Background: an optimization exercise with open tools, aiming at small area. Do not read the settings as production practice.
Where RTL was checked, it was by simulation tests only, not by an equivalence proof against the original.
Power is estimated from default activity; no workload was simulated.

// data_mem_bank
module data_mem_bank #(
  parameter int unsigned   AW       = 8,
  parameter int unsigned   DW       = 8,
  parameter bit            REG_READ = 1'b1,
  parameter logic [DW-1:0] CLR_VAL  = DW'(data_mem_pkg::CLR_VAL_DEFAULT)
) (
  input  logic          CLK,
  input  logic          RST_N,
  input  logic [AW-1:0] DataAddress,
  input  logic          ReadMem,
  input  logic          WriteMem,
  input  logic [DW-1:0] DataIn,
  input  logic          ClearMem,
  output logic [DW-1:0] DataOut,
  output logic          Busy,
  output logic          AccessErr
);
  logic          busy_q;
  logic [AW-1:0] clr_ptr_q;
  logic          access_err_q;
  logic [DW-1:0] rd_data;
  always_ff @(posedge CLK or negedge RST_N) begin
    if (!RST_N) begin
      busy_q       <= 1'b1;
      clr_ptr_q    <= '0;
      access_err_q <= 1'b0;
    end else begin
      access_err_q <= (ReadMem | WriteMem) & busy_q;
      if (busy_q) begin
        clr_ptr_q <= clr_ptr_q + AW'(1);
        if (clr_ptr_q == '1) busy_q <= 1'b0;
      end else if (ClearMem) begin
        busy_q <= 1'b1;
      end
    end
  end
  assign Busy      = busy_q;
  assign AccessErr = access_err_q;
  data_mem_array #(
    .AW(AW),
    .DW     (DW),
    .CLR_VAL(CLR_VAL)
  ) u_array (
    .clk_i    (CLK),
    .clr_i    (busy_q),
    .we_i     (WriteMem),
    .addr_i   (DataAddress),
    .wdata_i  (DataIn),
    .rdata_o  (rd_data)
  );
  if (REG_READ) begin : g_reg_read
    logic [DW-1:0] dout_q;
    always_ff @(posedge CLK or negedge RST_N) begin
      if (!RST_N) begin
        dout_q <= '0;
      end else if (!busy_q && ReadMem) begin
        dout_q <= WriteMem ? DataIn : rd_data;
      end
    end
    assign DataOut = dout_q;
  end else begin : g_comb_read
    assign DataOut = rd_data;
  end
endmodule
For scale: ~5,800 cells after synthesis, ~2,100 flip-flops, ~71,000 um^2 of cells after synthesis.
==> module data_mem_array, before the edit <==
module data_mem_array #(
  parameter int unsigned   AW      = 8,
  parameter int unsigned   DW      = 8,
  parameter logic [DW-1:0] CLR_VAL = '0
) (
  input  logic          clk_i,
  input  logic          clr_i,
  input  logic          we_i,
  input  logic [AW-1:0] addr_i,
  input  logic [DW-1:0] wdata_i,
  output logic [DW-1:0] rdata_o
);
  localparam int unsigned NW = 1 << AW;
  localparam int unsigned LW = (AW >= 4) ? AW / 2 - 1 : AW / 2;   
  localparam int unsigned HW = AW - LW;
  localparam int unsigned NG = (NW + 2) / 3;   
  localparam bit          CLR_SEL = (CLR_VAL != '0);
  logic [DW-1:0]       mem_q [NW];
  logic [(1<<LW)-1:0]  lo_n, lo_wr;
  logic [(1<<HW)-1:0]  hi_n, hi_wr;
  logic [NW-1:0]       sel, hold;
  logic [DW-1:0]       wd;
  always_comb begin
    for (int k = 0; k < (1 << LW); k++) begin
      lo_n[k]  = ~((CLR_SEL & clr_i) | (addr_i[LW-1:0] == LW'(k)));
      lo_wr[k] = clr_i | (addr_i[LW-1:0] == LW'(k));
    end
    for (int j = 0; j < (1 << HW); j++) begin
      hi_n[j]  = ~((CLR_SEL & clr_i) | (addr_i[AW-1:LW] == HW'(j)));
      hi_wr[j] = clr_i | (we_i & (addr_i[AW-1:LW] == HW'(j)));
    end
  end
  assign wd = clr_i ? CLR_VAL : (we_i ? wdata_i : '0);
  for (genvar i = 0; i < NW; i++) begin : g_word
    data_mem_wsel u_wsel (
      .hi_ni  (hi_n[i >> LW]),
      .lo_ni  (lo_n[i % (1 << LW)]),
      .hi_we_i(hi_wr[i >> LW]),
      .lo_i   (lo_wr[i % (1 << LW)]),
      .sel_o  (sel[i]),
      .hold_o (hold[i])
    );
    for (genvar b = 0; b < DW; b++) begin : g_bit
      data_mem_bit u_bit (
        .clk_i (clk_i),
        .sel_i (sel[i]),
        .hold_i(hold[i]),
        .d_i   (wd[b]),
        .q_o   (mem_q[i][b])
      );
    end
  end
  for (genvar b = 0; b < DW; b++) begin : g_rd
    logic [NW-1:0] col;
    logic [NG-1:0] part_n;
    for (genvar i = 0; i < NW; i++) begin : g_col
      assign col[i] = mem_q[i][b];
    end
    for (genvar g = 0; g < NG; g++) begin : g_slice
      localparam int unsigned W = (NW - 3 * g < 3) ? NW - 3 * g : 3;
      data_mem_rd #(
        .W(W)
      ) u_rd (
        .sel_i(sel[3*g +: W]),
        .d_i  (col[3*g +: W]),
        .y_no (part_n[g])
      );
    end
    data_mem_rdtree #(
      .N(NG)
    ) u_tree (
      .in_ni(part_n),
      .y_o  (rdata_o[b])
    );
  end
endmodule
Settings: LEC_CHECK=0, CAP_MARGIN=5, CORE_MARGIN=2, CORE_UTILIZATION=45, CTS_BUF_LIST=sky130_fd_sc_hd__clkbuf_8, CTS_CLUSTER_DIAMETER=80, CTS_CLUSTER_SIZE=15, GPL_TIMING_DRIVEN=0, PLACE_DENSITY=0.6, SETUP_SLACK_MARGIN=0.3, SLEW_MARGIN=5, SYNTH_HIERARCHICAL=1; clock period 5.0 ns.
run.sh (not shown) runs the stock make flow with config.mk's settings and CLKGATE_MAP_FILE= SYNTH_SCRIPT=/design/flow/synth_recipe.tcl, a recipe that flattens the netlist after the stock synthesis.
Edit:
--- a/flow/design.v
+++ b/flow/design.v
@@ -106,13 +106,13 @@
   input  logic          we_i,
   input  logic [AW-1:0] addr_i,
   input  logic [DW-1:0] wdata_i,
   output logic [DW-1:0] rdata_o
 );
   localparam int unsigned NW = 1 << AW;
-  localparam int unsigned LW = (AW >= 4) ? AW / 2 - 1 : AW / 2;   
+  localparam int unsigned LW = AW / 2;         
   localparam int unsigned HW = AW - LW;
   localparam int unsigned NG = (NW + 2) / 3;   
   localparam bit          CLR_SEL = (CLR_VAL != '0);
   logic [DW-1:0]       mem_q [NW];
   logic [(1<<LW)-1:0]  lo_n, lo_wr;
   logic [(1<<HW)-1:0]  hi_n, hi_wr;
The new run passed the timing, design-rule and antenna checks. Cell count drops by 0.44%. Clock skew climbs by 0.0033 ns. Power drops by 0.42%. Synthesized area drops by 0.33%. Setup slack loses 0.045 ns. Maximum frequency drops by 0.94%. Sequential cell count does not change. First-iteration DRC count drops by 1.3%. Register-to-register slack loses 0.46 ns.
Only the layout flow was run in the first run of this note; the RTL was not checked for function there.

## port drivers added, routing unchanged
The flow's constraints put no driver on any port. The routed layouts listed below were extracted and timed again, unchanged, in two steps. Step 1 sets driving cells, clkbuf_16 on the clock port and buf_2 on the other inputs (assumed; they add their load-dependent delay and slew). Step 2 times the ports against the registers' clock, not the clock port: input delays grow and output delays shrink by t, the midpoint of the rising clock arrivals with the driver on. a / b / c = ideal ports / drivers / drivers and shift; a / b = the first two.
run	t, ns	slack for setup (ns)	worst setup path at the end	worst data-port slew with drivers (ns)	cell pins on the clock port's net
the first run	1.002	0.269 / 0.319 / -0.682	input to register	0.19	1
the second run	0.974	0.224 / 0.277 / -0.697	input to register	0.09	1
With both steps, setup timing fails in the first run and the second run, where it was met with ideal ports. For the first run, which loses most, drivers alone change the setup slack by +0.050 ns; drivers and shift together by -0.951 ns.
